What follows belongs to an exercise in optimizing a design on an open flow for small area and a short achievable clock period; a production flow would make more cautious choices.
In this exercise RTL edits were held to simulation tests only and were not proved equivalent to the original.
Power and IR drop assume default switching activity.

## signedMultiplier
module signedMultiplier
(
	input  logic          clk,
	input  logic          arstN,
	input  mulPkg::operandPairT   operands,
	output mulPkg::productResultT result
);
	logic [23:0] r0_a0;
	logic [23:0] r0_a1;
	logic [11:0] r0_neg, r0_one, r0_two;
	logic [11:0] r0_neg1, r0_one1, r0_two1;
	logic [5:0] valid;
	wire [23:0] mb = operands.multiplier;
	logic pp1;
	logic pp2;
	logic pp3;
	logic pp4;
	logic pp5;
	logic pp6;
	logic pp7;
	logic pp8;
	logic pp9;
	logic pp10;
	logic pp11;
	logic pp12;
	logic pp13;
	logic pp14;
	logic pp15;
	logic pp16;
	logic pp17;
	logic pp18;
	logic pp19;
	logic pp20;
	logic pp21;
	logic pp22;
	logic pp23;
	logic pp24;
	logic pp25;
	logic pp26;
	logic pp27;
	logic pp28;
	logic pp29;
	logic pp30;
	logic pp31;
	logic pp32;
	logic pp33;
	logic pp34;
	logic pp35;
	logic pp36;
	logic pp37;
	logic pp38;
	logic pp39;
	logic pp40;
	logic pp41;
	logic pp42;
	logic pp43;
	logic pp44;
	logic pp45;
	logic pp46;
	logic pp47;
	logic pp48;
	logic pp49;
	logic pp50;
	logic pp51;
	logic pp52;
	logic pp53;
	logic pp54;
	logic pp55;
	logic pp56;
	logic pp57;
	logic pp58;
	logic pp59;
	logic pp60;
	logic pp61;
	logic pp62;
	logic pp63;
	logic pp64;
	logic pp65;
	logic pp66;
	logic pp67;
	logic pp68;
	logic pp69;
	logic pp70;
	logic pp71;
	logic pp72;
	logic pp73;
	logic pp74;
	logic pp75;
	logic pp76;
	logic pp77;
	logic pp78;
	logic pp79;
	logic pp80;
	logic pp81;
	logic pp82;
	logic pp83;
	logic pp84;
	logic pp85;
	logic pp86;
	logic pp87;
	logic pp88;
	logic pp89;
	logic pp90;
	logic pp91;
	logic pp92;
	logic pp93;
	logic pp94;
	logic pp95;
	logic pp96;
	logic pp97;
	logic pp98;
	logic pp99;
	logic pp100;
	logic pp101;
	logic pp102;
	logic pp103;
	logic pp104;
	logic pp105;
  ...
clock: 4.0 ns
lec_check: 0
cap_margin: 20
core_margin: 2
core_utilization: 55
cts_cluster_diameter: 100
cts_cluster_size: 30
setup_slack_margin: 1.95
slew_margin: 20
synth_hierarchical: 1
run.sh (not shown) runs the stock make flow with config.mk's settings and CLKGATE_MAP_FILE= SYNTH_SCRIPT=/design/flow/synth_recipe.tcl, a recipe that flattens the netlist after the stock synthesis.
Change:
CORE_UTILIZATION = 70   (was 55)
CTS_CLUSTER_DIAMETER = 90   (was 100)
CTS_CLUSTER_SIZE = 25   (was 30)
SETUP_SLACK_MARGIN = 2.0   (was 1.95)
The new run passed the timing, DRC and antenna checks. Utilization rises by 16 points. Global-route usage rises by 6.0 points. Non-clock buffer count rises by 6. Cell count falls by 5.0%. Clock skew falls by 0.0060 ns. Combinational power rises by 2.8%. Hold slack hardly moves. Routed wire length falls by 1.8%. Via count rises by 3.0%.
Change:
CORE_UTILIZATION = 40   (was 70)
CTS_CLUSTER_DIAMETER = 100   (was 90)
CTS_CLUSTER_SIZE = 30   (was 25)
Setup slack degrades by 0.022 ns.
Global-route usage shrinks by 12 points.
Cell count grows by 14%.
Critical path depth stays the same.
Register-to-register slack degrades by 0.02 ns.
Die area grows by 73%.
Non-clock buffer count shrinks by 4.
Via count shrinks by 2.6%.
Core utilization shrinks by 32 points.
Change:
==> flow/flow/run.sh (new file) <==
#!/bin/bash
# The standard layout (standard.sh), with plain buffers instead of delay
# cells on the ports; the whole ORFS run is logged to standard_flow.log.
set -euo pipefail
export BUFFER_PORTS_ARGS="-buffer_cell sky130_fd_sc_hd__buf_2"
bash standard.sh > standard_flow.log 2>&1
==> flow/standard.sh (new file) <==
#!/bin/bash
# synth_recipe.tcl (not shown) runs the flow's synth.tcl, then flattens the netlist and writes it again
# the make line also repeats each setting of config.mk as NAME=value (left out here)
make -C /OpenROAD-flow-scripts/flow DESIGN_CONFIG=/design/flow/config.mk WORK_HOME=/design/flow/orfs CLKGATE_MAP_FILE= SYNTH_SCRIPT=/design/flow/synth_recipe.tcl "${@:-finish}"
CORE_UTILIZATION = 55   (was 40)
CTS_CLUSTER_DIAMETER = 90   (was 100)
CTS_CLUSTER_SIZE = 25   (was 30)
HOLD_SLACK_MARGIN = 0.1   (was not set)
removed: flow/run.sh
After rerunning:
- final cell count drops by 6.8%
- synthesized cell count is unchanged
- clock skew drops by 0.012 ns
- flip-flop and latch count is unchanged
- routed wire length is about the same
- power climbs by 1.5%
- count of clock-buffer cells in the layout climbs by 6


Another version of the RTL of signedMultiplier (not shown whole).
Size: about 1900 cells after synthesis, roughly 470 flip-flops, ~23000 um^2 of cells after synthesis.
Settings: LEC_CHECK=0, CAP_MARGIN=20, CORE_MARGIN=2, CORE_UTILIZATION=40, CTS_CLUSTER_DIAMETER=100, CTS_CLUSTER_SIZE=30, SETUP_SLACK_MARGIN=1.8, SLEW_MARGIN=20, SYNTH_HIERARCHICAL=1; clock period 4.0 ns.
Stock flow here: none of the scripts above is used.
==> next run, changes <==
Settings changed: SETUP_SLACK_MARGIN 1.8 to 1.85.
Outcome: Hold slack got worse by 9.8 ps; global-route usage fell by 0.13 points; design area rose by 2.5%; via count rose by 1.7%; combinational power rose by 4.6%; final cell count rose by 1.5%; area after synthesis stays the same; maximum frequency barely changes; clock power is about the same; clock-buffer cell count rose by 1.


Setup of north:
signedMultiplier with an RTL version that a note above also has.
For scale: about 1900 cells after synthesis, ~540 flip-flops, about 100 I/O pins, ~0.024 mm2 of cells after synthesis.
export LEC_CHECK = 0
export CAP_MARGIN = 20
export CORE_MARGIN = 2
export CORE_UTILIZATION = 55
export CTS_CLUSTER_DIAMETER = 90
export CTS_CLUSTER_SIZE = 25
export SETUP_SLACK_MARGIN = 2.0
export SLEW_MARGIN = 20
export SYNTH_HIERARCHICAL = 1
create_clock -name core_clock -period 4.0 [get_ports {clk}]
north completed end to end with timing, DRC and antenna clean.
Modified inputs, south compared to north
diff --git a/flow/config.mk b/flow/config.mk
--- a/flow/config.mk
+++ b/flow/config.mk
@@ -9,7 +9,7 @@
 export CORE_MARGIN = 2
 export CORE_UTILIZATION = 55
-export CTS_CLUSTER_DIAMETER = 90
-export CTS_CLUSTER_SIZE = 25
-export SETUP_SLACK_MARGIN = 2.0
+export CTS_CLUSTER_DIAMETER = 100
+export CTS_CLUSTER_SIZE = 30
+export SETUP_SLACK_MARGIN = 2.1
 export SLEW_MARGIN = 20
 export SYNTH_HIERARCHICAL = 1
==> run summary <==
south ends up with lower clock network fraction of total power than north does.
Comparing south and north, the lower length of routed met3 wiring is on south.
Re sequential logic power: north was lower than south.
Comparing the two runs side by side, south comes out behind north on worst setup slack.
[compare] base=north new=south: smallest hold slack decreased by 0.0047 ns relative to the old numbers; final design area excluding fillers shows an increase of about 3.4%; placer congestion estimate decreased 0.013; register share of total power shows no meaningful change.
Comparing north with south, the area of placed instances came out essentially unchanged.
Sort south and north by combinational power share asc -> top: north
Clock buffer count (south over north): decrease, 2
Edits applied to the flow inputs when going from south to east:
diff --git a/flow/config.mk b/flow/config.mk
--- a/flow/config.mk
+++ b/flow/config.mk
@@ -11,5 +11,5 @@
 export CTS_CLUSTER_DIAMETER = 100
 export CTS_CLUSTER_SIZE = 30
-export SETUP_SLACK_MARGIN = 2.1
+export SETUP_SLACK_MARGIN = 1.9
 export SLEW_MARGIN = 20
 export SYNTH_HIERARCHICAL = 1
==> comparison <==
Comparing south against east, there is no change at all in DRC violation count after routing. east vs. south: final instance area went down by about 5.6%. Between south and east, the largest net degree at the start of global routing is lower for south. Going from south to east, sequential share of layout area up 1.3 points; total wire length went down. Total power: lower on east. Comparing the two runs side by side, east comes out ahead of south on largest vdd supply drop. Compared with south, east shows worst setup margin lower by 0.10 ns.

==> port drivers added, routing unchanged <==
No port has a modelled driver above. Below, the same layouts with a new extraction and two added sets of constraints. Step 1 assumes that a clkbuf_16 drives the clock port and a buf_2 every other input. Step 2 also shifts input and output timing later by t, the mid clock arrival at the registers, as if the neighbouring blocks saw the same clock. Three values: no drivers, after step 1, after step 2; two values: the first two.
| run | t (ns) | setup slack, ns | worst setup path at the end | worst register clock-pin slew, ns |
|---|---|---|---|---|
| the first run of note 1 | 0.623 | 1.977 / 1.954 / 1.854 | input to register | 0.11 / 0.11 |
| the second run of note 1 | 0.614 | 2.004 / 1.984 / 1.812 | input to register | 0.10 / 0.10 |
| the third run of note 1 | 0.637 | 1.982 / 1.982 / 1.796 | input to register | 0.12 / 0.12 |
| the fourth run of note 1 | 0.654 | 2.007 / 2.007 / 2.007 | register to register | 0.10 / 0.10 |
| the first run of note 2 | 0.628 | 1.845 / 1.845 / 1.845 | register to register | 0.12 / 0.12 |
| the second run of note 2 | 0.629 | 1.839 / 1.839 / 1.839 | register to register | 0.11 / 0.11 |
| north | 0.642 | 2.030 / 1.978 / 1.847 | input to register | 0.10 / 0.10 |
| south | 0.637 | 1.997 / 1.997 / 1.777 | input to register | 0.12 / 0.12 |
| east | 0.625 | 1.894 / 1.894 / 1.846 | input to register | 0.11 / 0.11 |
After both steps setup and hold are still met in every run listed. For south, which loses most, drivers alone change the setup slack by 0.000 ns; drivers and shift together by -0.220 ns.
